Background: an optimization exercise with open tools, aiming at small area. Do not read the settings as production practice.
Only simulation tests tie the RTL to the original design; equivalence was not proved.
No run shown here takes its clock network from TritonCTS; it comes from the design's own scripts or RTL.
The flow treats the clock pin as an ideal source. Dropping or thinning the clock tree relies on that and would not hold on a real chip.
Power is estimated from default activity; no workload was simulated.

<file path="flow/design.v">
`timescale 1ns/1ps
module processor #(
    parameter logic [31:0] RESET_PC = '0
) (
    input  logic        clock,
    input  logic        rst_n,
    output logic [31:0] address_imem,
    input  logic [31:0] q_imem,
    output logic [31:0] address_dmem,
    output logic [31:0] data,
    output logic        wren,
    input  logic [31:0] q_dmem,
    output logic        ctrl_write_enable,
    output logic [4:0]  ctrl_write_reg,
    output logic [4:0]  ctrl_read_reg_a,
    output logic [4:0]  ctrl_read_reg_b,
    output logic [31:0] data_write_reg,
    input  logic [31:0] data_read_reg_a,
    input  logic [31:0] data_read_reg_b
);
    logic [4:0]  cnt;
    logic [31:0] pc;
    logic [31:0] r;
    logic [3:0]  prev;
    logic        carry;
    logic        neq;
    logic [1:0]  mode;
    logic        m_add;
    logic        m_jmp;
    logic        m_jal;
    logic        pending;
    logic       in_p;
    logic       in_init;
    logic       in_prime;
    logic       first_a;
    logic       last_a;
    logic       first_p;
    logic       last_p;
    logic [2:0] c;
    assign c        = cnt[2:0];
    assign in_p     = cnt[4];
    assign in_init  = cnt[4] & cnt[3];
    assign in_prime = ~cnt[4] & ~cnt[3];              
    assign first_a  = cnt[3] & (c == 3'd0);           
    assign last_a   = cnt[3] & (c == 3'd7);           
    assign first_p  = (cnt == 5'd16);
    assign last_p   = cnt[4] & (c == 3'd7);
    assign pending  = in_prime & ~cnt[0];             
    assign m_add = neq;
    assign m_jmp = mode[1];
    assign m_jal = mode[0];
    logic [31:0] insn;
    logic [2:0]  o;
    logic        is_lw, is_r, is_j, is_bne, is_jal, is_jr, is_addi, is_blt, is_sw;
    logic [2:0]  aop;
    logic        is_sh, is_sra, is_sll;
    logic        use_imm;
    logic        zero_a;
    logic        binv;
    logic        cin0;
    logic [4:0]  rd;
    assign insn    = q_imem;
    assign o       = insn[29:27];
    assign is_lw   = insn[30];
    assign is_r    = ~insn[30] & (o == 3'd0);
    assign is_j    = (o == 3'd1);
    assign is_bne  = (o == 3'd2);
    assign is_jal  = (o == 3'd3);
    assign is_jr   = (o == 3'd4);
    assign is_addi = (o == 3'd5);
    assign is_blt  = (o == 3'd6);
    assign is_sw   = (o == 3'd7);
    assign aop     = insn[4:2];
    assign is_sh   = is_r & aop[2];
    assign is_sra  = is_sh & aop[0];
    assign is_sll  = is_sh & ~aop[0];
    assign zero_a  = is_j | is_jal | is_jr;             
    assign use_imm = is_addi | is_sw | is_lw | is_j | is_jal;
    assign cin0    = (is_r & (aop == 3'd1)) | is_bne;    
    assign binv    = cin0 | is_blt;                      
    assign rd      = insn[26:22];
    assign ctrl_read_reg_a = insn[21:17];
    assign ctrl_read_reg_b = (o == 3'd0) ? insn[16:12] : insn[26:22];
    logic [2:0]  sh_q;
    logic [1:0]  sh_r;
    logic [2:0]  qx;
    logic        g_cin;
    logic [4:0]  c_eff;
    logic [4:0]  g_add;
    logic [5:0]  gk;
    logic [4:0]  gi;
    logic [3:0]  a_grp;
    logic [3:0]  cur;
    logic [1:0]  u;
    logic [7:0]  w;
    logic [3:0]  a_bits;
    assign sh_q  = insn[11:9] & {3{is_sh}};
    assign sh_r  = insn[8:7];
    assign qx    = sh_q ^ {3{is_sll}};
    assign g_cin = is_sll | (is_sra & (sh_r != 2'd0));
    assign c_eff = {{2{~cnt[3]}}, cnt[2:0]};
    assign g_add = {{2{is_sll}}, qx};
    always_comb begin
        gk[0] = g_cin;
        for (int i = 0; i < 5; i++) begin
            gi[i]     = c_eff[i] ^ g_add[i] ^ gk[i];
            gk[i + 1] = (c_eff[i] & g_add[i]) | (gk[i] & (c_eff[i] ^ g_add[i]));
        end
    end
    always_comb begin
        case (gi[2:0])
            3'd0: a_grp = data_read_reg_a[3:0];
            3'd1: a_grp = data_read_reg_a[7:4];
            3'd2: a_grp = data_read_reg_a[11:8];
            3'd3: a_grp = data_read_reg_a[15:12];
            3'd4: a_grp = data_read_reg_a[19:16];
            3'd5: a_grp = data_read_reg_a[23:20];
            3'd6: a_grp = data_read_reg_a[27:24];
            default: a_grp = data_read_reg_a[31:28];
        endcase
    end
    always_comb begin
        if (gi[4] | zero_a) begin
            cur = 4'd0;
        end else if (gi[3]) begin
            cur = {4{data_read_reg_a[31]}};
        end else begin
            cur = a_grp;
        end
    end
    always_comb begin
        if (is_sll) begin
            u = sh_r;
        end else if (is_sra) begin
            u = {sh_r[1] ^ sh_r[0], sh_r[0]};
        end else begin
            u = 2'd0;
        end
    end
    assign w = {cur, prev};
    always_comb begin
        case (u)
            2'd0: a_bits = w[7:4];
            2'd1: a_bits = w[6:3];
            2'd2: a_bits = w[5:2];
            default: a_bits = w[4:1];
        endcase
    end
    logic        sx;
    logic        tg;
    logic [3:0]  immt_grp;
    logic [3:0]  b_grp;
    logic [3:0]  b_bits;
    logic [3:0]  bx;
    logic [4:0]  k;
    logic [3:0]  sum;
    logic        co;
    logic        ne_now;
    logic        lt_now;
    logic        taken;
    assign sx = insn[16];
    assign tg = is_j | is_jal;
    always_comb begin
        case (gi[2:0])
            3'd0: immt_grp = insn[3:0];
            3'd1: immt_grp = insn[7:4];
            3'd2: immt_grp = insn[11:8];
            3'd3: immt_grp = insn[15:12];
            3'd4: immt_grp = tg ? insn[19:16] : {{3{sx}}, insn[16]};
            3'd5: immt_grp = tg ? insn[23:20] : {4{sx}};
            3'd6: immt_grp = tg ? {1'b0, insn[26:24]} : {4{sx}};
            default: immt_grp = tg ? 4'd0 : {4{sx}};
        endcase
    end
    always_comb begin
        case (gi[2:0])
            3'd0: b_grp = data_read_reg_b[3:0];
            3'd1: b_grp = data_read_reg_b[7:4];
            3'd2: b_grp = data_read_reg_b[11:8];
            3'd3: b_grp = data_read_reg_b[15:12];
            3'd4: b_grp = data_read_reg_b[19:16];
            3'd5: b_grp = data_read_reg_b[23:20];
            3'd6: b_grp = data_read_reg_b[27:24];
            default: b_grp = data_read_reg_b[31:28];
        endcase
    end
    assign b_bits = is_sh ? 4'd0 : use_imm ? immt_grp : b_grp;    
    assign bx     = b_bits ^ {4{binv}};
    logic [3:0] xa;
    logic [3:0] xb;
    assign xa = in_p ? pc[3:0] : a_bits;
    assign xb = in_p ? (r[3:0] & {4{m_add}}) : bx;
    always_comb begin
        if (in_p) begin
            k[0] = first_p | carry;
        end else begin
            k[0] = first_a ? cin0 : carry;
        end
        for (int i = 0; i < 4; i++) begin
            sum[i]   = xa[i] ^ xb[i] ^ k[i];
            k[i + 1] = (xa[i] & xb[i]) | (k[i] & (xa[i] ^ xb[i]));
        end
    end
    assign co     = k[4];
    assign ne_now = |sum;                               
    assign lt_now = a_bits[3] ^ b_bits[3] ^ co;         
    assign taken  = (is_bne & (neq | ne_now)) | (is_blt & lt_now);
    logic [3:0] pc_in;
    logic [3:0] r_in;
    always_comb begin
        if (in_init) begin
            case (c)
                3'd0: pc_in = RESET_PC[3:0];
                3'd1: pc_in = RESET_PC[7:4];
                3'd2: pc_in = RESET_PC[11:8];
                3'd3: pc_in = RESET_PC[15:12];
                3'd4: pc_in = RESET_PC[19:16];
                3'd5: pc_in = RESET_PC[23:20];
                3'd6: pc_in = RESET_PC[27:24];
                default: pc_in = RESET_PC[31:28];
            endcase
        end else if (m_jmp) begin
            pc_in = r[3:0];
        end else begin
            pc_in = sum;
        end
    end
    always_comb begin
        if (~in_p & (is_bne | is_blt)) begin
            r_in = immt_grp;
        end else if (~in_p & is_r & aop[1]) begin
            r_in = aop[0] ? (a_bits | b_bits) : (a_bits & b_bits);
        end else begin
            r_in = sum;                              
        end
    end
    always_ff @(posedge clock or negedge rst_n) begin
        if (!rst_n) begin
            cnt <= 5'd24;
        end else if (last_p) begin
            cnt <= (m_jal & ~in_init) ? 5'd6 : 5'd7;
        end else begin
            cnt <= cnt + 5'd1;
        end
    end
    always_ff @(posedge clock) begin
        r       <= {r_in, r[31:4]};
        prev    <= cur;
        carry   <= co;
        if (last_a) begin
            neq  <= taken;
            mode <= {is_j | is_jal | is_jr, is_jal};
        end else if (!in_p) begin
            neq  <= (~first_a & neq) | ne_now;
        end
        if (in_p) begin
            pc <= {pc_in, pc[31:4]};
        end
    end
    assign address_imem      = pc;
    assign address_dmem      = r;
    assign data              = data_read_reg_b;
    assign wren              = first_p & is_sw;
    assign ctrl_write_enable = (first_p & (is_r | is_addi | is_lw) & (rd != 5'd0)) |
                               pending;
    assign ctrl_write_reg    = rd | {5{pending}};
    assign data_write_reg    = (is_lw & cnt[4]) ? q_dmem : r;
endmodule
</file>
<file path="flow/flow/run.sh">
#!/bin/bash
# The standard layout (standard.sh) with these changes:
#  - synthesis maps with an area-oriented ABC script (abc_area.script here,
#    used with ABC_AREA 1 from config.mk) instead of ORFS's own, and leaves
#    adders to ABC too (no ADDER_MAP_FILE, so no fa/ha cells are extracted);
#  - every port is buffered by the smallest buffer (buf_1);
#  - timing-driven global placement keeps none of its trial resizing
#    (GPL_KEEP_OVERFLOW 0), which otherwise leaves extra buffers;
#  - after CTS, clock_tree.tcl replaces the clock tree by three clkbuf_16
#    fed by the clock port, each driving the flip-flops of a third of the core.
# Each tool's output is in orfs/logs; make's own output is in standard.log.
set -euo pipefail
here=$(pwd)
rm -rf "$here/scripts_custom"
cp -r "$FLOW_HOME/scripts" "$here/scripts_custom"
cp "$here/flow/abc_area.script" "$here/scripts_custom/abc_area.script"
export BUFFER_PORTS_ARGS="-buffer_cell sky130_fd_sc_hd__buf_1"
export CTS_ARGS="-sink_clustering_enable -repair_clock_nets -dont_use_dummy_load -buf_list sky130_fd_sc_hd__clkbuf_8"
export GPL_KEEP_OVERFLOW=0
export POST_CTS_TCL="$here/flow/clock_tree.tcl"
export FLOW_NCLK=3 FLOW_NY=1 FLOW_CLKBUF=sky130_fd_sc_hd__clkbuf_16
bash standard.sh SCRIPTS_DIR="$here/scripts_custom" ADDER_MAP_FILE= finish > standard.log 2>&1
</file>
<file path="flow/flow/abc_area.script">
strash
&get -n
&deepsyn -T 30
&put
dch
amap
topo
</file>
<file path="flow/flow/clock_tree.tcl">
# Run after CTS (POST_CTS_TCL): replace the clock tree that CTS built by a
# single level of FLOW_NCLK x FLOW_NY buffers (FLOW_CLKBUF) fed straight
# from the clock port. The flip-flops are split into that grid by position
# and each buffer is placed at the centroid of the flip-flops it drives.
set nclk 2
if { [info exists ::env(FLOW_NCLK)] } { set nclk $::env(FLOW_NCLK) }
set db [ord::get_db]
set block [ord::get_db_block]
set clknet [$block findNet clock]
# walk the tree from the clock port: buffers/inverters are removed, flip-flop
# clock pins are collected
set tree_insts {}
set tree_nets {}
set sinks {}
set todo [list $clknet]
while { [llength $todo] > 0 } {
  set net [lindex $todo 0]
  set todo [lrange $todo 1 end]
  foreach it [$net getITerms] {
    if { ![$it isInputSignal] } { continue }
    set inst [$it getInst]
    set m [$inst getMaster]
    if { [$m isSequential] } {
      lappend sinks $it
    } else {
      lappend tree_insts $inst
      foreach ot [$inst getITerms] {
        if { [$ot isOutputSignal] && [$ot getNet] != "NULL" } {
          lappend tree_nets [$ot getNet]
          lappend todo [$ot getNet]
        }
      }
    }
  }
}
puts "mytree: removing [llength $tree_insts] tree cells, [llength $sinks] sinks"
foreach it $sinks { $it disconnect }
foreach inst $tree_insts { odb::dbInst_destroy $inst }
foreach net $tree_nets { odb::dbNet_destroy $net }
set items {}
foreach it $sinks {
  set bb [[$it getInst] getBBox]
  lappend items [list [expr {([$bb xMin] + [$bb xMax]) / 2}] [expr {([$bb yMin] + [$bb yMax]) / 2}] $it]
}
set nx $nclk; set ny 1
if { [info exists ::env(FLOW_NY)] } { set ny $::env(FLOW_NY) }
set bufcell sky130_fd_sc_hd__clkbuf_16
if { [info exists ::env(FLOW_CLKBUF)] } { set bufcell $::env(FLOW_CLKBUF) }
set master [$db findMaster $bufcell]
set items [lsort -integer -index 0 $items]
set n [llength $items]
set k 0
for {set ix 0} {$ix < $nx} {incr ix} {
  set col [lrange $items [expr {$ix * $n / $nx}] [expr {($ix + 1) * $n / $nx - 1}]]
  set col [lsort -integer -index 1 $col]
  set m [llength $col]
  for {set iy 0} {$iy < $ny} {incr iy} {
    set grp [lrange $col [expr {$iy * $m / $ny}] [expr {($iy + 1) * $m / $ny - 1}]]
    set inst [odb::dbInst_create $block $master "clkbuf_bench_$k"]
    set net [odb::dbNet_create $block "clknet_bench_$k"]
    $net setSigType CLOCK
    [$inst findITerm A] connect $clknet
    [$inst findITerm X] connect $net
    set sx 0; set sy 0
    foreach it $grp {
      set sx [expr {$sx + [lindex $it 0]}]
      set sy [expr {$sy + [lindex $it 1]}]
      [lindex $it 2] connect $net
    }
    set cnt [llength $grp]
    $inst setLocation [expr {$sx / $cnt}] [expr {$sy / $cnt}]
    $inst setPlacementStatus PLACED
    puts "mytree: clkbuf_bench_$k ($bufcell) drives $cnt flip-flops"
    incr k
  }
}
global_connect
detailed_placement
check_placement
estimate_parasitics -placement
set worst 0
foreach p [get_pins -hierarchical */CLK] { set s [get_property $p slew_max]; if {$s > $worst} {set worst $s} }
puts "mytree: worst clock-pin slew [format %.3f $worst] ns"
</file>
<file path="flow/standard.sh">
#!/bin/bash
# synth_recipe.tcl (not shown) runs the flow's synth.tcl, then flattens the netlist and writes it again
# the make line also repeats each setting of config.mk as NAME=value (left out here)
make -C /OpenROAD-flow-scripts/flow DESIGN_CONFIG=/design/flow/config.mk WORK_HOME=/design/flow/orfs CLKGATE_MAP_FILE= SYNTH_SCRIPT=/design/flow/synth_recipe.tcl "${@:-finish}"
</file>
<file path="flow/config.mk">
export PLATFORM = sky130hd
export DESIGN_NAME = processor
export DESIGN_NICKNAME = processor
export VERILOG_FILES = /design/flow/design.v
export SDC_FILE = /design/flow/constraint.sdc
export NUM_CORES = 4
export LEC_CHECK = 0
export ABC_AREA = 1
export CAP_MARGIN = 20
export CORE_MARGIN = 2
export CORE_UTILIZATION = 40
export SLEW_MARGIN = 20
</file>
<file path="flow/constraint.sdc">
create_clock -name core_clock -period 9.0 [get_ports {clock}]
set_input_delay 1.8000 -clock core_clock [delete_from_list [all_inputs] [get_ports {clock}]]
set_output_delay 1.8000 -clock core_clock [all_outputs]
set_load 0.01 [all_outputs]
</file>
==> qor.yml, run 1 <==
outcome:
  run_status: "no timing/DRC/antenna violations"
sta:
  fin_tns_setup_ns: 0
  final_critical_period_ns: 8.29
  setup_repair_after_global_routing_missed_its_margin: "false"
  final-hold-violation-count: 0
  setup_violations: 0
  worst_slew_margin_rel_pct: 22.1
  holdWs_ns: 0.366
  tightest_slew_ns: 1.16
  period_utilization_pct: 92.1
  fmax_mhz: 121
  worst_clock_skew_ns: 0.0102
  final-max-slew-violation-count: 0
synthesis:
  syn-cell-area_sq_um: 4030
  postSynth.topFlopCell: "sky130_fd_sc_hd__dfxtp_1"
  syn_nets: 571
  synth.top_cells.by_area: "sky130_fd_sc_hd__edfxtp_1 (26%), sky130_fd_sc_hd__dfxtp_1 (18%), sky130_fd_sc_hd__a22o_1 (7.6%)"
  ys_types: 39
  yosys-top-cells-count: "sky130_fd_sc_hd__clkinv_1 (49), sky130_fd_sc_hd__nor2_1 (49), sky130_fd_sc_hd__nand2_1 (44)"
  async_reset_ff_share_pct: 6.58
  synth-seq-area-share_pct: 47.1
  netlist_instances: 441
  synth_top_area_cell: "sky130_fd_sc_hd__edfxtp_1"
  area_share_of_the_largest_cell_type_after_synthesis_pct: 26.1
  synthesis_warnings: 1
  postSynthRegisterBits: 76
  number_of_flops_mapped_to_enable_cells_by_yosys: 35
  postSynthAreaPerCell_sq_um: 9.14
hold_path:
  whs_path_depth: 0
  hold_startpoint: "r[11]"
  min_to: "r[7]"
  min_path_type: "reg -> reg"
clock_tree:
  worst_setup_hold_path_clk_slew_ns: 0.10
  worstSkewPairLatency_ns: 0.16
  cts.sinks: 76
critical_path:
  cp_data_required_time_ns: 9.00
  setup.worst_path.start_class: "input pin"
  path_buf_inv: 4
  crit_path_max_incr_delay_ns: 0.54
  endpoint_kind: "flop"
  cp.arrival_ns: 8.30
  reg2reg_to: "neq"
  critical-path-top-delay-family: "compound AO/OA/AOI/OAI gates"
  critical_path.most_common_cell: "sky130_fd_sc_hd__nor2_1"
  reg2reg_depth: 25
  timing.rr.start: "cnt[0]"
  crit_slowest_cell: "sky130_fd_sc_hd__nor3_4"
  worstSetupPathType: "in -> reg"
  reg2reg_setup_slack_ns: 3.08
  critical_path_peak_fanout: 11
job:
  maxCapViolations: 0
final_layout:
  regArea_sq_um: 1900
  fill_cells: 981
  drive_above_1_share_pct: 3.34
  syn2layout_area_growth_pct: 28.0
  multiInputGateArea_sq_um: 1740
  num_antenna_cells: 0
  fin_nets: 820
power:
  powerDensity_nw_per_um2: 239
  power_leakage_nw: 1.76
  power.switching_w: 0.000509
  power_frac_clock_pct: 11.8
  power.share.switching_pct: 41.2
  intPower_w: 0.000726
  comb_power_share_pct: 45.1
  share_seq_of_total_power_pct: 43.1
  worst_ir_drop_vdd_v: 0.000209
grt:
  first_pass_grt_wire_length_um: 21500
  grt_pass1_vias: 4238
  grt_util_all_layers_pct: 24.5
  gr-usage-met1_pct: 33.3
  grt_antenna_before_repair: 0
  grt-ovfl-total: 0
  grt.met2_usage_pct: 40.6
  largest_net_degree_at_the_start_of_global_routing: 46
  grt.busiest_layer: "met2"
  met3_usage_pct: 5.39
placement:
  port-buffer-count: 273
  dpl.hpwl_um: 11300
  globalplace.congestion: 0.899
floorplanning:
  die_w_um: 104
  floorplan.die_area_sq_um: 10900
  starting_utilization_of_the_core_area_pct: 41.2
  number_of_i_o_pins: 275
  die_height_um: 104
  core.rowCount: 36
  design.core.area_sq_um: 9770
routing:
  drtPass1Iterations: 5
  totalWireLength_um: 14400
  via_count: 4541
  drc_errors: 0
  drtIter0Drc: 329
  drt_antenna_net_count: 0
  vias_per_cell: 5.53
  detailed_route_wire_length_per_cell_um: 17.5
## kinds of logic (layout without fill, tap and decap cells)
kind of cell | after synthesis | count (layout) | synth area share, %
compound gates | 156 | 156 | 28.6
simple gates | 123 | 123 | 12.9
buf+inv | 86 | 333 | 11.5
flops | 76 | 76 | 47.1
## state kept, by name (all words and copies together) (netlist names)
name,count
cnt,5
pc,32
neq,1
mode,2
r,32
carry,1
prev,3
## area by class of cell
type / instances / share of cell area [%]
Buffer: 3 / 1.46
Inverter: 49 / 3.57
Multi-Input combinational cell: 279 / 33.7
Sequential cell: 76 / 36.8
Tap cell: 133 / 3.23
Timing Repair Buffer: 281 / 21.3
## cells in the final DEF (no fill, tap or decap), types with 7 or more instances in the layout
master and instances:
sky130_fd_sc_hd__a22o_1 35, sky130_fd_sc_hd__o22ai_1 15, sky130_fd_sc_hd__a222oi_1 14, sky130_fd_sc_hd__buf_4 7, sky130_fd_sc_hd__nor2_1 46, sky130_fd_sc_hd__dfxtp_1 36, sky130_fd_sc_hd__edfxtp_1 35, sky130_fd_sc_hd__nand2_1 44
sky130_fd_sc_hd__buf_1 273, sky130_fd_sc_hd__o21ai_0 27, sky130_fd_sc_hd__a21oi_1 18, sky130_fd_sc_hd__clkinv_1 49
## power groups by stage
| stage | combinational (W) | clock, W | sequential (W) |
|---|---|---|---|
| after floorplan | 0.000306 | 0 | 0.000556 |
| after global placement | 0.000530 | 0 | 0.000539 |
| after detailed placement | 0.000535 | 0 | 0.000540 |
| after global routing | 0.000608 | 0.000161 | 0.000548 |
| final | 0.000557 | 0.000146 | 0.000533 |
## through the flow
step                      cells  utilization, %  worst slack [ns]  total power, W  instance area [sq um]
after global placement      810            50.6           -0.0127         0.00107                   4940
after detailed placement    811            51.2             0.293         0.00108                   5000
after floorplan             441               -              1.74        0.000862                   4030
final                       821            52.8             0.707         0.00124                   5160
after global routing        821            52.8            0.0307         0.00132                   5160
## how the worst max path moves through the flow
stage,start,endpoint,slack (ns),cells past startpoint
2_1_floorplan,q_imem[28],neq,1.74,32
3_3_place_gp,q_imem[28],neq,-0.01,33
3_5_place_dp,q_imem[28],neq,0.29,33
5_1_grt,q_imem[28],neq,0.03,33
6_report,q_imem[28],neq,0.71,33
## routing by layer
| metal | vias to the layer above | share of wire, % |
|---|---|---|
| met5 | - | 0 |
| met1 | 2149 | 43 |
| met2 | 246 | 48 |
| met3 | 15 | 8.7 |
| li1 | 2131 | - |
| met4 | 0 | 1.2 |
==> run 2, diff against run 1 <==
--- a/flow/config.mk
+++ b/flow/config.mk
@@ -10,3 +10,3 @@
 export CORE_MARGIN = 2
-export CORE_UTILIZATION = 40
+export CORE_UTILIZATION = 50
 export SLEW_MARGIN = 20
==> run 2 against run 1 <==
Critical endpoint unchanged. Still clean. Sequential power is 1% higher. Power is 0.77% higher. Setup slack better by 0.030 ns. Maximum frequency is 0.37% higher. Global-route usage is 10 points higher. Critical path type unchanged. Area after synthesis stayed put. Combinational power is 1% higher. Sequential share of layout area is 0.83 points higher.
==> qor.yml, run 2 <==
placement:
  port-buffer-count: 273
  placement.cell_area_sq_um: 4940
  place_ws_ns: 0.375
  dpl.hpwl_um: 13200
  globalplace.congestion: 0.971
final_layout:
  fin_nets: 812
  drive_above_1_share_pct: 1.91
  stdcell_area_sq_um: 5040
  mostFrequentLayoutCell: "sky130_fd_sc_hd__buf_1"
  commonest_cells_after_routing_fill_and_taps_aside: "sky130_fd_sc_hd__buf_1 (273), sky130_fd_sc_hd__clkinv_1 (49), sky130_fd_sc_hd__nor2_1 (48)"
  utilization_pct: 64.9
  syn2layout_area_growth_pct: 25.1
  top_regs: "pc x32, r x32, cnt x5"
grt:
  grt-ovfl-total: 0
  first_pass_grt_wire_length_um: 23100
  grt_antenna_before_repair: 1
  largest_net_degree_at_the_start_of_global_routing: 46
  grt_util_all_layers_pct: 34.7
  grt_pass1_vias: 4196
floorplanning:
  die_height_um: 93.8
  number_of_i_o_pins: 275
  floorplan.die_area_sq_um: 8800
  design.core.area_sq_um: 7770
  die_w_um: 93.8
  starting_utilization_of_the_core_area_pct: 51.9
  core.rowCount: 32
critical_path:
  worstSetupPathType: "in -> reg"
  critical_path_peak_fanout: 12
  setup.worst_path.start_class: "input pin"
  cp.arrival_ns: 8.27
  cp_data_required_time_ns: 9.01
  endpoint_kind: "flop"
synthesis:
  yosys-top-cells-count: "sky130_fd_sc_hd__clkinv_1 (49), sky130_fd_sc_hd__nor2_1 (49), sky130_fd_sc_hd__nand2_1 (44)"
  synth.top_cells.by_area: "sky130_fd_sc_hd__edfxtp_1 (26%), sky130_fd_sc_hd__dfxtp_1 (18%), sky130_fd_sc_hd__a22o_1 (7.6%)"
  synth-seq-area-share_pct: 47.1
  area_share_of_the_largest_cell_type_after_synthesis_pct: 26.1
  netlist_instances: 441
  syn-cell-area_sq_um: 4030
  postSynth.topFlopCell: "sky130_fd_sc_hd__dfxtp_1"
  postSynthAreaPerCell_sq_um: 9.14
  synth_top_area_cell: "sky130_fd_sc_hd__edfxtp_1"
  postSynthRegisterBits: 76
  ys_types: 39
  number_of_flops_mapped_to_enable_cells_by_yosys: 35
  async_reset_ff_share_pct: 6.58
  syn_nets: 571
  synthesis_warnings: 1
sta:
  final_critical_period_ns: 8.26
  fin_tns_setup_ns: 0
  period_utilization_pct: 91.8
  final-hold-violation-count: 0
  final-max-slew-violation-count: 0
  worst_clock_skew_ns: 0.0107
  postLayoutSetupSlackWorst_ns: 0.737
  tightest_slew_ns: 1.30
  setup_repair_after_global_routing_missed_its_margin: "false"
  fmax_mhz: 121
  worst_slew_margin_rel_pct: 12.3
  setup_violations: 0
clock_tree:
  worst_setup_hold_path_clk_slew_ns: 0.10
  worstSkewPairLatency_ns: 0.16
  cts.sinks: 76
routing:
  totalWireLength_um: 15900
  drc_errors: 0
  via_count: 4649
  drt_antenna_net_count: 0
  drtPass1Iterations: 6
  vias_per_cell: 5.94
  drtIter0Drc: 455
  detailed_route_wire_length_per_cell_um: 20.3
power:
  power_leakage_nw: 1.71
  powerDensity_nw_per_um2: 247
  worst_ir_drop_vdd_v: 0.000161
hold_path:
  min_path_type: "reg -> reg"
job:
  maxCapViolations: 0
outcome:
  run_status: "no timing/DRC/antenna violations"
## run 2: cell counts after synthesis
Identical to the previous run, type by type.
## run 2: path summary, 6_finish.rpt
| kind | slack [ns] | end | depth (start not counted) | start |
|---|---|---|---|---|
| max | 0.74 | neq | 28 | q_imem[28] |
| min | 0.36 | r[5] | 0 | r[9] |
| max reg2reg | 2.83 | neq | 25 | cnt[0] |
| min reg2reg | 0.36 | r[5] | 0 | r[9] |
| max in group asynchronous | 7.24 | cnt[3] | 1 | rst_n |
| min in group asynchronous | 1.48 | cnt[1] | 1 | rst_n |
## run 2: cell type report
type,count,area [sq um]
Antenna cell,1,2.50
Buffer,3,75.1
Fill cell,737,2720
Inverter,49,184
Multi-Input combinational cell,279,1730
Sequential cell,76,1900
Tap cell,102,128
Timing Repair Buffer,273,1020
## run 2: critical path, cell delays in order
cell and delay (ns):
sky130_fd_sc_hd__buf_1 0.14, sky130_fd_sc_hd__nor3_2 0.41, sky130_fd_sc_hd__nand3_1 0.30, sky130_fd_sc_hd__nor2_1 0.28, sky130_fd_sc_hd__nor2_1 0.07, sky130_fd_sc_hd__a21oi_1 0.20
sky130_fd_sc_hd__nor2_1 0.06, sky130_fd_sc_hd__a21oi_1 0.16, sky130_fd_sc_hd__nand2_1 0.08, sky130_fd_sc_hd__o21ai_0 0.13, sky130_fd_sc_hd__nor2_1 0.08, sky130_fd_sc_hd__a21oi_1 0.51
sky130_fd_sc_hd__clkinv_1 0.47, sky130_fd_sc_hd__nor3_4 0.56, sky130_fd_sc_hd__a222oi_1 0.18, sky130_fd_sc_hd__and4_1 0.30, sky130_fd_sc_hd__o32ai_1 0.52, sky130_fd_sc_hd__clkinv_1 0.14
sky130_fd_sc_hd__a222oi_1 0.54, sky130_fd_sc_hd__nand2_1 0.08, sky130_fd_sc_hd__o21ai_0 0.16, sky130_fd_sc_hd__o22ai_1 0.15, sky130_fd_sc_hd__nor2_1 0.17, sky130_fd_sc_hd__nor2_1 0.09
sky130_fd_sc_hd__or3_1 0.30, sky130_fd_sc_hd__a31oi_1 0.17, sky130_fd_sc_hd__nor2_1 0.05, sky130_fd_sc_hd__a41oi_1 0.14
## run 2: layer usage
layer	part of all wire, %	global-route usage, %	up-vias
met1	40	46.7	2244
met4	2.3	8.09	0
met2	50	59.5	257
met5	0	0	-
met3	8.1	4.82	26
li1	-	-	2122
## run 2: power by group
| part | internal (W) | total [W] | switching (W) |
|---|---|---|---|
| logic | 0.000197 | 0.000564 | 0.000367 |
| clock network | 0.0000612 | 0.000142 | 0.0000806 |
| registers | 0.000460 | 0.000539 | 0.0000785 |
| total | 0.000718 | 0.00124 | 0.000526 |
## run 2: kinds of logic (layout without fill, tap and decap cells)
group,count (synthesis),in the layout,share of synthesized area [%]
AOI/OAI and AO/OA,156,156,28.6
and+or+nand+nor,123,123,12.9
other,0,1,0
buffers and inverters,86,325,11.5
DFF,76,76,47.1
## run 2: stage by stage
stage / hold slack, ns / instances / power, W
6_report: 0.362 / 783 / 0.00124
5_1_grt: 0.371 / 783 / 0.00131
3_5_place_dp: 0.357 / 779 / 0.00109
3_3_place_gp: 0.356 / 779 / 0.00108
2_1_floorplan: 0.393 / 441 / 0.000862
==> run 3, diff against run 2 <==
--- a/flow/flow/run.sh
+++ b/flow/flow/run.sh
@@ -6,4 +6,2 @@
 #  - every port is buffered by the smallest buffer (buf_1);
-#  - timing-driven global placement keeps none of its trial resizing
-#    (GPL_KEEP_OVERFLOW 0), which otherwise leaves extra buffers;
 #  - after CTS, clock_tree.tcl replaces the clock tree by three clkbuf_16
@@ -18,3 +16,2 @@
 export CTS_ARGS="-sink_clustering_enable -repair_clock_nets -dont_use_dummy_load -buf_list sky130_fd_sc_hd__clkbuf_8"
-export GPL_KEEP_OVERFLOW=0
 export POST_CTS_TCL="$here/flow/clock_tree.tcl"
--- a/flow/config.mk
+++ b/flow/config.mk
@@ -10,3 +10,3 @@
 export CORE_MARGIN = 2
-export CORE_UTILIZATION = 50
+export CORE_UTILIZATION = 40
 export SLEW_MARGIN = 20
==> run 3 against run 2 <==
Maximum frequency grew 3.9%. Final cell count grew 4.9%. Clock skew is essentially flat. Power fell by 2.2%. Sequential power is 1% lower. Synthesized cell count stayed put. Critical path type unchanged. Critical path depth grew 4. Via count is 4.5% lower. Sequential share of layout area shrank 0.28 points. Design area is 0.74% higher.
==> qor.yml, run 3 <==
power:
  powerDensity_nw_per_um2: 240
  power.total_w: 0.00122
  power_leakage_nw: 1.74
  worst_ir_drop_vdd_v: 0.000166
final_layout:
  num_antenna_cells: 0
  instances_no_fill: 821
  drive_above_1_share_pct: 2.03
  syn2layout_area_growth_pct: 26.1
  stdcell_area_sq_um: 5080
  commonest_cells_after_routing_fill_and_taps_aside: "sky130_fd_sc_hd__buf_1 (273), sky130_fd_sc_hd__clkinv_1 (49), sky130_fd_sc_hd__nor2_1 (48)"
  mostFrequentLayoutCell: "sky130_fd_sc_hd__buf_1"
  fill_cells: 982
  top_regs: "pc x32, r x32, cnt x5"
  fin_nets: 820
floorplanning:
  die_w_um: 104
  core.rowCount: 36
  number_of_i_o_pins: 275
  floorplan.die_area_sq_um: 10900
  starting_utilization_of_the_core_area_pct: 41.2
  die_height_um: 104
  design.core.area_sq_um: 9770
critical_path:
  path_buf_inv: 6
  timing.rr.start: "cnt[0]"
  worst_setup_path_startpoint: "q_imem[28]"
  endpoint_kind: "flop"
  crit_path_max_incr_delay_ns: 0.71
  cp.arrival_ns: 7.96
  cp_data_required_time_ns: 9.00
  crit_cells: 32
  setup.worst_path.start_class: "input pin"
  critical-path-top-delay-family: "compound AO/OA/AOI/OAI gates"
  critical_path_peak_fanout: 10
  reg2reg_to: "neq"
  crit_slowest_cell: "sky130_fd_sc_hd__nor2_1"
  reg2reg_setup_slack_ns: 3.31
  reg2reg_depth: 27
  critical_path_endpoint: "neq"
  critical_path.most_common_cell: "sky130_fd_sc_hd__nor2_1"
  worstSetupPathType: "in -> reg"
placement:
  dpl.hpwl_um: 11500
  globalplace.congestion: 0.936
  place_ws_ns: 1.04
  dpl.cell_count: 818
  placement.cell_area_sq_um: 5010
  port-buffer-count: 273
sta:
  final-hold-violation-count: 0
  final-max-slew-violation-count: 0
  worst_slew_margin_rel_pct: 35.7
  fin_tns_setup_ns: 0
  setup_violations: 0
  final_critical_period_ns: 7.96
  setup_repair_after_global_routing_missed_its_margin: "false"
  worst_clock_skew_ns: 0.0104
  tightest_slew_ns: 0.957
  period_utilization_pct: 88.4
  postLayoutSetupSlackWorst_ns: 1.04
  fmax_mhz: 126
grt:
  grt_util_all_layers_pct: 25.0
  grt-ovfl-total: 0
  first_pass_grt_wire_length_um: 21900
  grt_pass1_vias: 4269
  largest_net_degree_at_the_start_of_global_routing: 46
  grt_antenna_before_repair: 0
synthesis:
  synthesis_warnings: 1
  postSynthAreaPerCell_sq_um: 9.14
  ys_types: 39
  synth_top_area_cell: "sky130_fd_sc_hd__edfxtp_1"
  async_reset_ff_share_pct: 6.58
  area_share_of_the_largest_cell_type_after_synthesis_pct: 26.1
  number_of_flops_mapped_to_enable_cells_by_yosys: 35
  netlist_instances: 441
  yosys-top-cells-count: "sky130_fd_sc_hd__clkinv_1 (49), sky130_fd_sc_hd__nor2_1 (49), sky130_fd_sc_hd__nand2_1 (44)"
  synth-seq-area-share_pct: 47.1
  syn_nets: 571
  postSynthRegisterBits: 76
  syn-cell-area_sq_um: 4030
  postSynth.topFlopCell: "sky130_fd_sc_hd__dfxtp_1"
  synth.top_cells.by_area: "sky130_fd_sc_hd__edfxtp_1 (26%), sky130_fd_sc_hd__dfxtp_1 (18%), sky130_fd_sc_hd__a22o_1 (7.6%)"
routing:
  drtIter0Drc: 441
  detailed_route_wire_length_per_cell_um: 17.3
  drt_antenna_net_count: 0
  drtPass1Iterations: 6
  drc_errors: 0
  totalWireLength_um: 14200
  via_count: 4440
  vias_per_cell: 5.41
clock_tree:
  cts.sinks: 76
  worst_setup_hold_path_clk_slew_ns: 0.09
  worstSkewPairLatency_ns: 0.16
job:
  maxCapViolations: 0
outcome:
  run_status: "no timing/DRC/antenna violations"
hold_path:
  min_path_type: "reg -> reg"
-- run 3: cell count changes in the layout (fill, tap and decap cells not counted) --
cell,previous run,this run
sky130_fd_sc_hd__nor3_4,3,0
sky130_fd_sc_hd__nor3_2,4,0
sky130_fd_sc_hd__buf_4,0,8
sky130_fd_sc_hd__o21ai_1,1,0
sky130_fd_sc_hd__o21ai_0,27,28
sky130_fd_sc_hd__nor2_4,1,0
sky130_fd_sc_hd__nor2_2,0,1
sky130_fd_sc_hd__nor3_1,6,13
sky130_fd_sc_hd__diode_2,1,0
-- run 3: per-stage QoR --
| step | util (%) | hold slack [ns] |
|---|---|---|
| after global routing | 52.0 | 0.376 |
| after detailed placement | 51.2 | 0.357 |
| final | 52.0 | 0.365 |
| after floorplan | - | 0.393 |
| after global placement | 51.2 | 0.353 |
-- run 3: area by class of cell --
type,instances,area (sq um),area share [%]
tap,133,166,3.27
buffer,3,75.1,1.48
inverter,49,184,3.62
multi-input combinational,279,1670,32.9
timing repair buffer,281,1080,21.3
sequential,76,1900,37.4
-- run 3: where the power goes --
part           switching, W  internal (W)
Sequential        0.0000729      0.000460
Combinational      0.000341      0.000200
Clock             0.0000828     0.0000613
-- run 3: worst min path at each step --
stage | startpoint | end | slack [ns] | depth (start not counted)
2_1_floorplan | r[4] | r[0] | 0.39 | 0
3_3_place_gp | r[15] | r[11] | 0.35 | 0
3_5_place_dp | r[15] | r[11] | 0.36 | 0
5_1_grt | r[11] | r[7] | 0.38 | 0
6_report | r[4] | r[0] | 0.37 | 0
-- run 3: kinds of logic after synthesis --
kind of cell	share of synthesized area, %
AOI/OAI and AO/OA	28.6
and+or+nand+nor	12.9
buffers and inverters	11.5
DFF	47.1
-- run 3: metal layers --
metal | track usage [%] | vias to the layer above | part of all wire, % | routed length [um]
li1 | - | 2132 | - | -
met1 | 34.4 | 2068 | 42 | 6020
met2 | 41.6 | 231 | 47 | 6730
met3 | 5.01 | 9 | 9.4 | 1330
met4 | 3.86 | 0 | 0.88 | 125
met5 | 0 | - | 0 | 0
==> run 4, diff against run 3 <==
==> flow/flow/abc_area.script (replaced) <==
strash
&get -n
&deepsyn -T 30
&put
strash
dch
amap
strash
dch
amap
strash
dch
amap
strash
dch
amap
topo
==> run 4 against run 3 <==
Power is 0.74% higher. Global-route usage is 2.1 points lower. Maximum frequency is 2.6% higher. First-iteration DRC count is 30% lower. Design area is 0.15% lower. Routed wire length is 6.5% lower. Setup slack better by 0.20 ns. Clock skew is 0.0025 ns lower. Sequential power is 2% lower. Critical endpoint unchanged.
==> qor.yml, run 4 <==
outcome:
  run_status: "no timing/DRC/antenna violations"
critical_path:
  timing.rr.start: "cnt[1]"
  critical_path_peak_fanout: 8
  crit_slowest_cell: "sky130_fd_sc_hd__o21ai_0"
  reg2reg_to: "neq"
  worstSetupPathType: "in -> reg"
  setup.worst_path.start_class: "input pin"
  reg2reg_depth: 27
  reg2reg_setup_slack_ns: 3.49
  cp.arrival_ns: 7.77
  endpoint_kind: "flop"
  crit_path_max_incr_delay_ns: 0.63
  cp_data_required_time_ns: 9.01
sta:
  holdWs_ns: 0.366
  final-hold-violation-count: 0
  tightest_slew_ns: 0.768
  worst_clock_skew_ns: 0.00783
  setup_violations: 0
  final-max-slew-violation-count: 0
  period_utilization_pct: 86.2
  fmax_mhz: 129
  final_critical_period_ns: 7.76
  fin_tns_setup_ns: 0
  postLayoutSetupSlackWorst_ns: 1.24
  worst_slew_margin_rel_pct: 48.3
  setup_repair_after_global_routing_missed_its_margin: "false"
floorplanning:
  die_w_um: 104
  starting_utilization_of_the_core_area_pct: 41.1
  die_height_um: 104
  number_of_i_o_pins: 275
  floorplan.die_area_sq_um: 10800
  design.core.area_sq_um: 9730
  core.rowCount: 36
final_layout:
  instances_no_fill: 821
  syn2layout_area_growth_pct: 26.8
  top_regs: "pc x32, r x32, cnt x5"
  utilization_pct: 52.2
  num_antenna_cells: 0
  drive_above_1_share_pct: 2.47
  commonest_cells_after_routing_fill_and_taps_aside: "sky130_fd_sc_hd__buf_1 (273), sky130_fd_sc_hd__clkinv_1 (51), sky130_fd_sc_hd__nand2_1 (45)"
  mostFrequentLayoutCell: "sky130_fd_sc_hd__buf_1"
  fin_nets: 820
clock_tree:
  worstSkewPairLatency_ns: 0.16
  cts.sinks: 76
  worst_setup_hold_path_clk_slew_ns: 0.09
synthesis:
  postSynth.topFlopCell: "sky130_fd_sc_hd__dfxtp_1"
  postSynthAreaPerCell_sq_um: 9.14
  postSynthRegisterBits: 76
  netlist_instances: 438
  synthesis_warnings: 1
  synth.top_cells.by_area: "sky130_fd_sc_hd__edfxtp_1 (26%), sky130_fd_sc_hd__dfxtp_1 (18%), sky130_fd_sc_hd__buf_4 (6.9%)"
  ys_types: 39
  number_of_flops_mapped_to_enable_cells_by_yosys: 35
  syn-cell-area_sq_um: 4000
  synth-seq-area-share_pct: 47.5
  yosysMostFrequentCell: "sky130_fd_sc_hd__clkinv_1"
  yosys-top-cells-count: "sky130_fd_sc_hd__clkinv_1 (51), sky130_fd_sc_hd__nand2_1 (45), sky130_fd_sc_hd__nor2_1 (42)"
  synth_top_area_cell: "sky130_fd_sc_hd__edfxtp_1"
  area_share_of_the_largest_cell_type_after_synthesis_pct: 26.3
  syn_nets: 568
  async_reset_ff_share_pct: 6.58
power:
  comb_power_share_pct: 46.0
  power.share.switching_pct: 40.9
  worst_ir_drop_vdd_v: 0.000219
  share_seq_of_total_power_pct: 42.5
  intPower_w: 0.000725
  powerDensity_nw_per_um2: 242
  power.switching_w: 0.000502
  power_leakage_nw: 1.75
  power_frac_clock_pct: 11.6
routing:
  drtIter0Drc: 307
  via_count: 4430
  totalWireLength_um: 13300
  detailed_route_wire_length_per_cell_um: 16.2
  drc_errors: 0
  drtPass1Iterations: 7
  vias_per_cell: 5.40
  drt_antenna_net_count: 0
grt:
  grt_util_all_layers_pct: 22.9
  grt_antenna_before_repair: 0
  first_pass_grt_wire_length_um: 20200
  grt_pass1_vias: 4107
  grt-ovfl-total: 0
  largest_net_degree_at_the_start_of_global_routing: 45
hold_path:
  min_to: "r[4]"
  whs_path_depth: 0
  hold_startpoint: "r[8]"
  min_path_type: "reg -> reg"
placement:
  place_ws_ns: 1.18
  dpl.hpwl_um: 10800
  dpl.cell_count: 818
  port-buffer-count: 273
  globalplace.congestion: 0.937
job:
  maxCapViolations: 0
## run 4: cell count changes in the layout (fill, tap and decap cells not counted), moves of 3 or more
cell,previous run,this run
sky130_fd_sc_hd__a22o_1,35,28
sky130_fd_sc_hd__nor2_1,48,41
sky130_fd_sc_hd__a2111oi_0,6,1
sky130_fd_sc_hd__a222oi_1,14,19
sky130_fd_sc_hd__nand4_1,0,4
sky130_fd_sc_hd__or2_0,4,0
sky130_fd_sc_hd__buf_4,8,11
sky130_fd_sc_hd__nand3_1,3,6
sky130_fd_sc_hd__o21ai_0,28,31
## run 4: area by class of cell
class | count | area, sq um
multi-input cells | 274 | 1640
inverters | 51 | 191
fillers | 960 | 4650
flip-flops and latches | 76 | 1900
plain buffers | 3 | 75.1
well taps | 133 | 166
repair buffers | 284 | 1110
## run 4: worst max-delay path by stage
stage,endpoint,cells after the start,from
after global routing,neq,31,q_imem[27]
after floorplan,neq,30,q_imem[28]
final,neq,31,q_imem[29]
after detailed placement,neq,30,q_imem[29]
after global placement,neq,30,q_imem[29]
## run 4: kinds of logic (layout without fill, tap and decap cells)
logic type             after synthesis  in the layout  share of synthesized area, %
AND/OR/NAND/NOR                    115            115                          11.9
flip-flops                          76             76                          47.5
buffers and inverters               88            338                          11.7
AO/OA/AOI/OAI                      159            159                          28.9
## run 4: stage by stage
stage / power (W) / area (sq um)
after floorplan: 0.000865 / 4000
final: 0.00123 / 5070
after global routing: 0.00130 / 5070
after detailed placement: 0.00108 / 5000
after global placement: 0.00108 / 5000
## run 4: worst max-delay path: cells and delay by family
| kind | cells | cell delay [ns] |
|---|---|---|
| buffers and inverters | 4 | 0.84 |
| AND/OR/NAND/NOR | 12 | 2.26 |
| AO/OA/AOI/OAI | 15 | 2.85 |
## run 4: routing by layer
metal | vias to the layer above | track usage (%) | share of wire, %
li1 | 2144 | - | -
met1 | 2024 | 27.4 | 40
met2 | 252 | 43.5 | 51
met3 | 10 | 3.26 | 7.2
met4 | 0 | 4.83 | 0.99
met5 | - | 0 | 0
## run 4: power groups by stage
stage,sequential [W],combinational [W],clock (W)
finish,0.000521,0.000564,0.000142
global route,0.000531,0.000617,0.000156
detailed placement,0.000527,0.000557,0
global placement,0.000524,0.000558,0
floorplan,0.000555,0.000310,0
==> run 5, diff against run 4 <==
--- a/flow/flow/run.sh
+++ b/flow/flow/run.sh
@@ -16,2 +16,3 @@
 export CTS_ARGS="-sink_clustering_enable -repair_clock_nets -dont_use_dummy_load -buf_list sky130_fd_sc_hd__clkbuf_8"
+export PRE_GLOBAL_PLACE_TCL="$here/flow/pre_gpl.tcl"
 export POST_CTS_TCL="$here/flow/clock_tree.tcl"
==> flow/flow/pre_gpl.tcl (new file) <==
# Global placement runs without timing-driven mode; remove synthesis's
# buffers here as the timing-driven mode would have.
remove_buffers
--- a/flow/config.mk
+++ b/flow/config.mk
@@ -11,2 +11,3 @@
 export CORE_UTILIZATION = 40
+export GPL_TIMING_DRIVEN = 0
 export SLEW_MARGIN = 20
==> run 5 against run 4 <==
Final cell count down 1.1%. Largest power group unchanged. Design area decreased by 0.49%. Via count about the same. Sequential share of layout area rose by 0.19 points. Critical path type unchanged. Worst hold slack got worse by 0.0017 ns. Routed wire length up 0.51%. Highest routed layer unchanged. First-iteration DRC count rose by 22%. Synthesized cell count is the same. Power down 0.22%.
==> qor.yml, run 5 <==
critical_path:
  crit_slowest_cell: "sky130_fd_sc_hd__nor3_2"
  endpoint_kind: "flop"
  timing.rr.start: "cnt[1]"
  worst_setup_path_startpoint: "q_imem[27]"
  cp_data_required_time_ns: 9.01
  setup.worst_path.start_class: "input pin"
  crit_path_max_incr_delay_ns: 0.71
  critical_path_peak_fanout: 12
  worstSetupPathType: "in -> reg"
  cp.arrival_ns: 8.26
outcome:
  run_status: "no timing/DRC/antenna violations"
final_layout:
  commonest_cells_after_routing_fill_and_taps_aside: "sky130_fd_sc_hd__buf_1 (273), sky130_fd_sc_hd__clkinv_1 (51), sky130_fd_sc_hd__nand2_1 (45)"
  fill_cells: 972
  mostFrequentLayoutCell: "sky130_fd_sc_hd__buf_1"
  syn2layout_area_growth_pct: 26.2
  top_regs: "pc x32, r x32, cnt x5"
  fin_nets: 811
  num_antenna_cells: 0
  drive_above_1_share_pct: 2.36
sta:
  final_critical_period_ns: 8.25
  postLayoutSetupSlackWorst_ns: 0.748
  setup_violations: 0
  worst_slew_margin_rel_pct: 40.2
  period_utilization_pct: 91.7
  worst_clock_skew_ns: 0.00639
  final-hold-violation-count: 0
  holdWs_ns: 0.365
  fmax_mhz: 121
  final-max-slew-violation-count: 0
  tightest_slew_ns: 0.896
routing:
  vias_per_cell: 5.45
  drt_antenna_net_count: 0
  totalWireLength_um: 13300
  drtIter0Drc: 375
  detailed_route_wire_length_per_cell_um: 16.4
  drc_errors: 0
  drtPass1Iterations: 6
  via_count: 4426
synthesis:
  postSynthRegisterBits: 76
  netlist_instances: 438
  proportion_of_synthesized_area_in_mux_cells_pct: 0
  yosys.area_share.adder_pct: 0
  yosysMostFrequentCell: "sky130_fd_sc_hd__clkinv_1"
  synth_compound_gate_area_share_pct: 28.9
  area_share_of_the_largest_cell_type_after_synthesis_pct: 26.3
  synthesis_warnings: 1
  synth_simple_gate_area_share_pct: 11.9
  synth_top_area_cell: "sky130_fd_sc_hd__edfxtp_1"
  synth-seq-area-share_pct: 47.5
  synth-xor-area-share_pct: 0
  ys_types: 39
  syn_nets: 568
  number_of_flops_mapped_to_enable_cells_by_yosys: 35
  synth_top_family_by_area: "compound AO/OA/AOI/OAI gates"
  postSynth.topFlopCell: "sky130_fd_sc_hd__dfxtp_1"
  syn-cell-area_sq_um: 4000
  postSynthAreaPerCell_sq_um: 9.14
  synth.top_cells.by_area: "sky130_fd_sc_hd__edfxtp_1 (26%), sky130_fd_sc_hd__dfxtp_1 (18%), sky130_fd_sc_hd__buf_4 (6.9%)"
  async_reset_ff_share_pct: 6.58
  yosys-top-cells-count: "sky130_fd_sc_hd__clkinv_1 (51), sky130_fd_sc_hd__nand2_1 (45), sky130_fd_sc_hd__nor2_1 (42)"
power:
  share_seq_of_total_power_pct: 43.4
  powerDensity_nw_per_um2: 242
  comb_power_share_pct: 45.0
  power.switching_w: 0.000503
  power.share.switching_pct: 41.1
  worst_ir_drop_vdd_v: 0.000198
  power_frac_clock_pct: 11.6
  intPower_w: 0.000720
  power_leakage_nw: 1.71
grt:
  grt_antenna_before_repair: 0
  first_pass_grt_wire_length_um: 20500
  largest_net_degree_at_the_start_of_global_routing: 46
  grt-ovfl-total: 0
  grt_util_all_layers_pct: 23.2
  grt_pass1_vias: 4101
job:
  maxCapViolations: 0
hold_path:
  min_path_type: "reg -> reg"
  hold_startpoint: "r[6]"
floorplanning:
  die_height_um: 104
  number_of_i_o_pins: 275
  core.rowCount: 36
  starting_utilization_of_the_core_area_pct: 41.1
  design.core.area_sq_um: 9730
  floorplan.die_area_sq_um: 10800
  die_w_um: 104
placement:
  dpl.hpwl_um: 10800
  globalplace.congestion: 0.914
  place_ws_ns: -0.00676
  port-buffer-count: 273
clock_tree:
  worstSkewPairLatency_ns: 0.16
  cts.sinks: 76
  worst_setup_hold_path_clk_slew_ns: 0.09
[run 5: worst paths after layout]
kind / endpoint / slack [ns] / cells past startpoint
max reg2reg: neq / 3.35 / 26
max in group asynchronous: cnt[3] / 7.27 / 1
min in group asynchronous: cnt[0] / 1.47 / 1
min: r[2] / 0.36 / 0
max: neq / 0.75 / 30
min reg2reg: r[2] / 0.36 / 0
[run 5: final cells by class]
cell class / instances / area (sq um) / share of cell area, %
plain buffers: 3 / 75.1 / 1.49
repair buffers: 275 / 1040 / 20.6
flip-flops and latches: 76 / 1900 / 37.6
well taps: 133 / 166 / 3.30
multi-input cells: 274 / 1680 / 33.2
inverters: 51 / 191 / 3.79
[run 5: kinds of logic (layout without fill, tap and decap cells)]
| family | after synthesis | after routing |
|---|---|---|
| AO/OA/AOI/OAI | 159 | 159 |
| buffers and inverters | 88 | 329 |
| flip-flops | 76 | 76 |
| AND/OR/NAND/NOR | 115 | 115 |
[run 5: layer usage]
layer  track usage, %  vias up  share of wire, %
met4             4.05        0              0.83
met2             43.5      241                51
li1                 -     2120                 -
met5                0        -                 0
met3             4.01        8               7.6
met1             28.0     2057                40
[run 5: power by group through the flow]
stage	clock [W]	combinational, W	sequential, W
2_1_floorplan	0	0.000310	0.000555
3_3_place_gp	0	0.000539	0.000536
5_1_grt	0.000157	0.000605	0.000544
3_5_place_dp	0	0.000545	0.000538
6_report	0.000142	0.000551	0.000531
[run 5: metrics by stage]
stage | std cells | cell area, sq um | total power, W | util [%] | TNS, ns
final | 812 | 5050 | 0.00122 | 51.9 | 0
after global routing | 812 | 5050 | 0.00131 | 51.9 | -0.0145
after floorplan | 438 | 4000 | 0.000865 | - | 0
after global placement | 807 | 4910 | 0.00107 | 50.5 | -0.547
after detailed placement | 809 | 4970 | 0.00108 | 51.1 | -0.00676
[run 5: critical path: cells and delay by family]
family	cells	cell delay, ns
and+or+nand+nor	12	2.85
AOI/OAI and AO/OA	15	2.97
buffers and inverters	3	0.63
==> run 6, diff against run 5 <==
--- a/flow/config.mk
+++ b/flow/config.mk
@@ -10,3 +10,3 @@
 export CORE_MARGIN = 2
-export CORE_UTILIZATION = 40
+export CORE_UTILIZATION = 55
 export GPL_TIMING_DRIVEN = 0
==> run 6 against run 5 <==
Area after synthesis stayed put. Flip-flop and latch count stayed put. Setup slack worse by 0.23 ns. Largest cell class unchanged.
==> qor.yml, run 6 <==
critical_path:
  endpoint_kind: "flop"
  worstSetupPathType: "in -> reg"
  critical_path_peak_fanout: 10
  critical_path.most_common_cell: "sky130_fd_sc_hd__nor2_1"
  setup.worst_path.start_class: "input pin"
  cp.arrival_ns: 8.49
  crit_slowest_cell: "sky130_fd_sc_hd__o21ai_0"
  cp_data_required_time_ns: 9.01
  crit_path_max_incr_delay_ns: 0.69
synthesis:
  synthesis_warnings: 1
  synth_top_family_by_area: "compound AO/OA/AOI/OAI gates"
  netlist_instances: 438
  postSynth.topFlopCell: "sky130_fd_sc_hd__dfxtp_1"
  postSynthAreaPerCell_sq_um: 9.14
  syn_nets: 568
  syn-cell-area_sq_um: 4000
  synth_top_area_cell: "sky130_fd_sc_hd__edfxtp_1"
  synth-xor-area-share_pct: 0
  async_reset_ff_share_pct: 6.58
  synth_compound_gate_area_share_pct: 28.9
  yosysMostFrequentCell: "sky130_fd_sc_hd__clkinv_1"
  proportion_of_synthesized_area_in_mux_cells_pct: 0
  postSynthRegisterBits: 76
  ys_types: 39
  synth_simple_gate_area_share_pct: 11.9
  synth-seq-area-share_pct: 47.5
  yosys-top-cells-count: "sky130_fd_sc_hd__clkinv_1 (51), sky130_fd_sc_hd__nand2_1 (45), sky130_fd_sc_hd__nor2_1 (42)"
  synth.top_cells.by_area: "sky130_fd_sc_hd__edfxtp_1 (26%), sky130_fd_sc_hd__dfxtp_1 (18%), sky130_fd_sc_hd__buf_4 (6.9%)"
  number_of_flops_mapped_to_enable_cells_by_yosys: 35
  area_share_of_the_largest_cell_type_after_synthesis_pct: 26.3
  yosys.area_share.adder_pct: 0
final_layout:
  instances_no_fill: 777
  drive_above_1_share_pct: 1.92
  mostFrequentLayoutCell: "sky130_fd_sc_hd__buf_1"
  top_regs: "pc x32, r x32, cnt x5"
  stdcell_area_sq_um: 4990
  fin_nets: 809
  syn2layout_area_growth_pct: 24.8
  commonest_cells_after_routing_fill_and_taps_aside: "sky130_fd_sc_hd__buf_1 (273), sky130_fd_sc_hd__clkinv_1 (51), sky130_fd_sc_hd__nand2_1 (45)"
routing:
  detailed_route_wire_length_per_cell_um: 17.2
  drtPass1Iterations: 6
  drc_errors: 0
  drt_antenna_net_count: 0
  totalWireLength_um: 13300
  drtIter0Drc: 394
  vias_per_cell: 5.85
  via_count: 4548
grt:
  largest_net_degree_at_the_start_of_global_routing: 46
  first_pass_grt_wire_length_um: 18500
  gr-usage-met1_pct: 38.2
  met3_usage_pct: 4.25
  grt-ovfl-total: 0
  grt_pass1_vias: 3913
  grt.met2_usage_pct: 55.4
  grt_antenna_before_repair: 0
  grt.busiest_layer: "met2"
  grt_util_all_layers_pct: 30.4
sta:
  tightest_slew_ns: 0.878
  setup_repair_after_global_routing_missed_its_margin: "false"
  fin_tns_setup_ns: 0
  worst_slew_margin_rel_pct: 40.9
  final-hold-violation-count: 0
  period_utilization_pct: 94.2
  final_critical_period_ns: 8.48
  final-max-slew-violation-count: 0
  fmax_mhz: 118
  postLayoutSetupSlackWorst_ns: 0.518
  worst_clock_skew_ns: 0.00867
  setup_violations: 0
power:
  worst_ir_drop_vdd_v: 0.000262
  powerDensity_nw_per_um2: 245
  power.total_w: 0.00122
  power_leakage_nw: 1.70
floorplanning:
  die_height_um: 89.3
  starting_utilization_of_the_core_area_pct: 56.1
  die_w_um: 89.3
  core.rowCount: 31
  floorplan.die_area_sq_um: 7970
  number_of_i_o_pins: 275
  design.core.area_sq_um: 7140
placement:
  port-buffer-count: 273
  dpl.cell_count: 773
  globalplace.congestion: 0.939
  place_ws_ns: 0.0139
  placement.cell_area_sq_um: 4910
  dpl.hpwl_um: 10700
job:
  maxCapViolations: 0
outcome:
  run_status: "no timing/DRC/antenna violations"
hold_path:
  min_path_type: "reg -> reg"
clock_tree:
  worst_setup_hold_path_clk_slew_ns: 0.09
  worstSkewPairLatency_ns: 0.16
  cts.sinks: 76
[run 6: worst max-delay path, delay by kind of cell]
family	cells	cell delay, ns
buffers and inverters	4	0.74
AO/OA/AOI/OAI	15	3.26
AND/OR/NAND/NOR	10	2.68
[run 6: area by class of cell]
class	count	area, sq um
inverters	51	191
well taps	99	124
diodes	1	2.50
plain buffers	3	75.1
fillers	592	2140
repair buffers	273	1020
multi-input cells	274	1680
flip-flops and latches	76	1900
[run 6: metrics by stage]
stage	util (%)	hold WS, ns
6_report	70.0	0.372
5_1_grt	69.9	0.384
2_1_floorplan	-	0.393
3_5_place_dp	68.8	0.357
3_3_place_gp	68.3	0.356
[run 6: power by group]
group          switching, W  internal, W
sequential        0.0000716     0.000459
combinational      0.000354     0.000198
clock             0.0000799    0.0000612
total              0.000506     0.000719
[run 6: worst paths after layout]
path,startpoint,endpoint,slack (ns),cells after the start
setup / recovery,q_imem[27],neq,0.52,29
hold / removal,r[8],r[4],0.37,0
setup reg to reg,cnt[1],neq,3.18,25
hold reg to reg,r[8],r[4],0.37,0
max in group asynchronous,rst_n,cnt[3],7.27,1
min in group asynchronous,rst_n,cnt[1],1.47,1
[run 6: per-layer routing]
metal	up-vias	wire length, um
li1	2118	-
met1	2120	5400
met2	288	6680
met3	22	1070
met4	0	186
met5	-	0
[run 6: cells by family (layout without fill, tap and decap cells)]
group | after synthesis | in the layout
buffers and inverters | 88 | 327
and+or+nand+nor | 115 | 115
DFF | 76 | 76
AOI/OAI and AO/OA | 159 | 159
other | 0 | 1
==> run 7, diff against run 6 <==
--- a/flow/config.mk
+++ b/flow/config.mk
@@ -10,3 +10,3 @@
 export CORE_MARGIN = 2
-export CORE_UTILIZATION = 55
+export CORE_UTILIZATION = 40
 export GPL_TIMING_DRIVEN = 0
==> run 7 against run 6 <==
Register-to-register slack improved by 0.17 ns. First-iteration DRC count fell by 4.8%. Synthesized cell count did not move. Sequential power barely moved. Still clean. Worst hold slack got worse by 0.0075 ns. Routed wire length barely moved. Largest cell class unchanged.
==> qor.yml, run 7 <==
final_layout:
  top_regs: "pc x32, r x32, cnt x5"
  mostFrequentLayoutCell: "sky130_fd_sc_hd__buf_1"
  drive_above_1_share_pct: 2.36
  num_antenna_cells: 0
  utilization_pct: 51.9
  multiInputGateArea_sq_um: 1680
  fin_nets: 811
  syn2layout_area_growth_pct: 26.2
  fill_cells: 972
  stdcell_area_sq_um: 5050
  commonest_cells_after_routing_fill_and_taps_aside: "sky130_fd_sc_hd__buf_1 (273), sky130_fd_sc_hd__clkinv_1 (51), sky130_fd_sc_hd__nand2_1 (45)"
  regArea_sq_um: 1900
synthesis:
  postSynthAreaPerCell_sq_um: 9.14
  number_of_flops_mapped_to_enable_cells_by_yosys: 35
  netlist_instances: 438
  synth-seq-area-share_pct: 47.5
  yosys.area_share.adder_pct: 0
  yosys-top-cells-count: "sky130_fd_sc_hd__clkinv_1 (51), sky130_fd_sc_hd__nand2_1 (45), sky130_fd_sc_hd__nor2_1 (42)"
  synth_compound_gate_area_share_pct: 28.9
  synth-xor-area-share_pct: 0
  synth_simple_gate_area_share_pct: 11.9
  synth_top_family_by_area: "compound AO/OA/AOI/OAI gates"
  synth_top_area_cell: "sky130_fd_sc_hd__edfxtp_1"
  ys_types: 39
  syn-cell-area_sq_um: 4000
  postSynth.topFlopCell: "sky130_fd_sc_hd__dfxtp_1"
  area_share_of_the_largest_cell_type_after_synthesis_pct: 26.3
  yosysMostFrequentCell: "sky130_fd_sc_hd__clkinv_1"
  synthesis_warnings: 1
  proportion_of_synthesized_area_in_mux_cells_pct: 0
  syn_nets: 568
  async_reset_ff_share_pct: 6.58
  postSynthRegisterBits: 76
  synth.top_cells.by_area: "sky130_fd_sc_hd__edfxtp_1 (26%), sky130_fd_sc_hd__dfxtp_1 (18%), sky130_fd_sc_hd__buf_4 (6.9%)"
floorplanning:
  design.core.area_sq_um: 9730
  starting_utilization_of_the_core_area_pct: 41.1
  die_height_um: 104
  core.rowCount: 36
  floorplan.die_area_sq_um: 10800
  number_of_i_o_pins: 275
  die_w_um: 104
critical_path:
  crit_path_max_incr_delay_ns: 0.71
  reg2reg_depth: 26
  crit_cells: 30
  cp_data_required_time_ns: 9.01
  endpoint_kind: "flop"
  reg2reg_setup_slack_ns: 3.35
  setup.worst_path.start_class: "input pin"
  critical_path_peak_fanout: 12
  critical-path-top-delay-family: "compound AO/OA/AOI/OAI gates"
  worstSetupPathType: "in -> reg"
  cp.arrival_ns: 8.26
  path_buf_inv: 3
  crit_slowest_cell: "sky130_fd_sc_hd__nor3_2"
placement:
  globalplace.congestion: 0.914
  port-buffer-count: 273
  placement.cell_area_sq_um: 4970
  dpl.hpwl_um: 10800
routing:
  met3RoutedLength_um: 1010
  detailed_route_wire_length_per_cell_um: 16.4
  drtIter0Drc: 375
  totalWireLength_um: 13300
  vias_per_cell: 5.45
  drc_errors: 0
  met2WireLength_um: 6850
  drt_antenna_net_count: 0
  met1Wirelength_um: 5370
  via_count: 4426
  topRoutingLayerUsed: "met4"
  drtPass1Iterations: 6
hold_path:
  min_path_type: "reg -> reg"
  whs_path_depth: 0
outcome:
  run_status: "no timing/DRC/antenna violations"
sta:
  period_utilization_pct: 91.7
  tightest_slew_ns: 0.896
  fin_tns_setup_ns: 0
  final-hold-violation-count: 0
  worst_slew_margin_rel_pct: 40.2
  final_critical_period_ns: 8.25
  final-max-slew-violation-count: 0
  worst_clock_skew_ns: 0.00639
  setup_violations: 0
  fmax_mhz: 121
power:
  worst_ir_drop_vdd_v: 0.000198
  power_leakage_nw: 1.71
  powerDensity_nw_per_um2: 242
  power.share.switching_pct: 41.1
  intPower_w: 0.000720
  comb_power_share_pct: 45.0
  share_seq_of_total_power_pct: 43.4
  power.total_w: 0.00122
  power.switching_w: 0.000503
  power_frac_clock_pct: 11.6
grt:
  grt_pass1_vias: 4101
  grt-ovfl-total: 0
  first_pass_grt_wire_length_um: 20500
  largest_net_degree_at_the_start_of_global_routing: 46
  grt_antenna_before_repair: 0
  grt_util_all_layers_pct: 23.2
clock_tree:
  worstSkewPairLatency_ns: 0.16
  cts.sinks: 76
  worst_setup_hold_path_clk_slew_ns: 0.09
job:
  maxCapViolations: 0
-- run 7: cell counts after synthesis --
No cell type changed its count.
-- run 7: area by class of cell --
type | count | share of cell area, %
Timing Repair Buffer | 275 | 20.6
Multi-Input combinational cell | 274 | 33.2
Inverter | 51 | 3.79
Tap cell | 133 | 3.30
Sequential cell | 76 | 37.6
Buffer | 3 | 1.49
-- run 7: path summary, 6_finish.rpt --
check,to,startpoint
setup / recovery,neq,q_imem[27]
hold / removal,r[2],r[6]
setup reg to reg,neq,cnt[1]
hold reg to reg,r[2],r[6]
max in group asynchronous,cnt[3],rst_n
min in group asynchronous,cnt[0],rst_n
-- run 7: logic make-up after synthesis --
kind of cell	count (synthesis)
AOI/OAI and AO/OA	159
buffers and inverters	88
DFF	76
and+or+nand+nor	115
-- run 7: metrics by stage --
stage,instances,setup WS (ns),hold WS (ns)
6_report,812,0.748,0.365
3_3_place_gp,807,-0.200,0.355
3_5_place_dp,809,-0.00676,0.358
5_1_grt,812,-0.0145,0.374
2_1_floorplan,438,1.59,0.393
-- run 7: worst register-to-register path, cell delays in order, from the launching register on --
cell and delay, ns:
sky130_fd_sc_hd__dfrtp_1 0.36, sky130_fd_sc_hd__clkinv_1 0.15, sky130_fd_sc_hd__nand2_1 0.12, sky130_fd_sc_hd__o21a_1 0.15, sky130_fd_sc_hd__nand2_1 0.06, sky130_fd_sc_hd__and2_0 0.19
sky130_fd_sc_hd__o21ai_1 0.51, sky130_fd_sc_hd__clkinv_1 0.35, sky130_fd_sc_hd__nor3_2 0.71, sky130_fd_sc_hd__a21oi_1 0.17, sky130_fd_sc_hd__nand2_1 0.09, sky130_fd_sc_hd__a2111oi_0 0.09
sky130_fd_sc_hd__o22ai_1 0.41, sky130_fd_sc_hd__clkinv_1 0.14, sky130_fd_sc_hd__o22ai_1 0.16, sky130_fd_sc_hd__o21ai_0 0.15, sky130_fd_sc_hd__o21ai_0 0.32, sky130_fd_sc_hd__o22ai_1 0.17
sky130_fd_sc_hd__nor2_1 0.16, sky130_fd_sc_hd__nor2_1 0.08, sky130_fd_sc_hd__o22ai_1 0.19, sky130_fd_sc_hd__nor2_1 0.09, sky130_fd_sc_hd__nor2_1 0.18, sky130_fd_sc_hd__o21ai_0 0.12
sky130_fd_sc_hd__o311ai_0 0.12, sky130_fd_sc_hd__a21oi_1 0.11, sky130_fd_sc_hd__a31oi_1 0.15
-- run 7: layer usage --
metal  up-vias  global-route usage [%]
met5         -                       0
met4         0                    4.05
met3         8                    4.01
met2       241                    43.5
met1      2057                    28.0
li1       2120                       -
-- run 7: power by group through the flow --
stage / sequential [W] / combinational (W) / clock, W
3_3_place_gp: 0.000536 / 0.000539 / 0
5_1_grt: 0.000544 / 0.000605 / 0.000157
2_1_floorplan: 0.000555 / 0.000310 / 0
3_5_place_dp: 0.000538 / 0.000545 / 0
6_report: 0.000531 / 0.000551 / 0.000142

[static timing again, ports no longer ideal]
No port has a modelled driver above. Below, the same layouts with a new extraction and two added sets of constraints.
Step 1 (the two cells are an assumption about what drives the block):
set clk [get_ports {clock}]
set_driving_cell -lib_cell sky130_fd_sc_hd__clkbuf_16 $clk
set_driving_cell -lib_cell sky130_fd_sc_hd__buf_2 [delete_from_list [all_inputs] $clk]
Step 2, shift: input delay + t, output delay - t, t = (earliest + latest rising clock arrival at the registers) / 2. This alone moves slack from input paths to output paths.
Three values: ideal, step 1, step 2; two values: the first two.
run	t (ns)	setup WS [ns]	hold WS [ns]
run 1	0.220	0.707 / 0.743 / 0.524	0.366 / 0.366 / 0.366
run 2	0.220	0.737 / 0.772 / 0.552	0.362 / 0.362 / 0.362
run 3	0.218	1.045 / 1.074 / 0.856	0.365 / 0.365 / 0.365
run 4	0.218	1.243 / 1.274 / 1.056	0.366 / 0.366 / 0.366
run 5	0.217	0.748 / 0.781 / 0.564	0.365 / 0.365 / 0.365
run 6	0.219	0.518 / 0.551 / 0.332	0.372 / 0.372 / 0.372
run 7	0.217	0.748 / 0.781 / 0.564	0.365 / 0.365 / 0.365
After both steps every run listed still meets setup and hold. The setup slack of run 3, which loses most, moves by +0.029 ns with the drivers and by -0.189 ns with both steps.
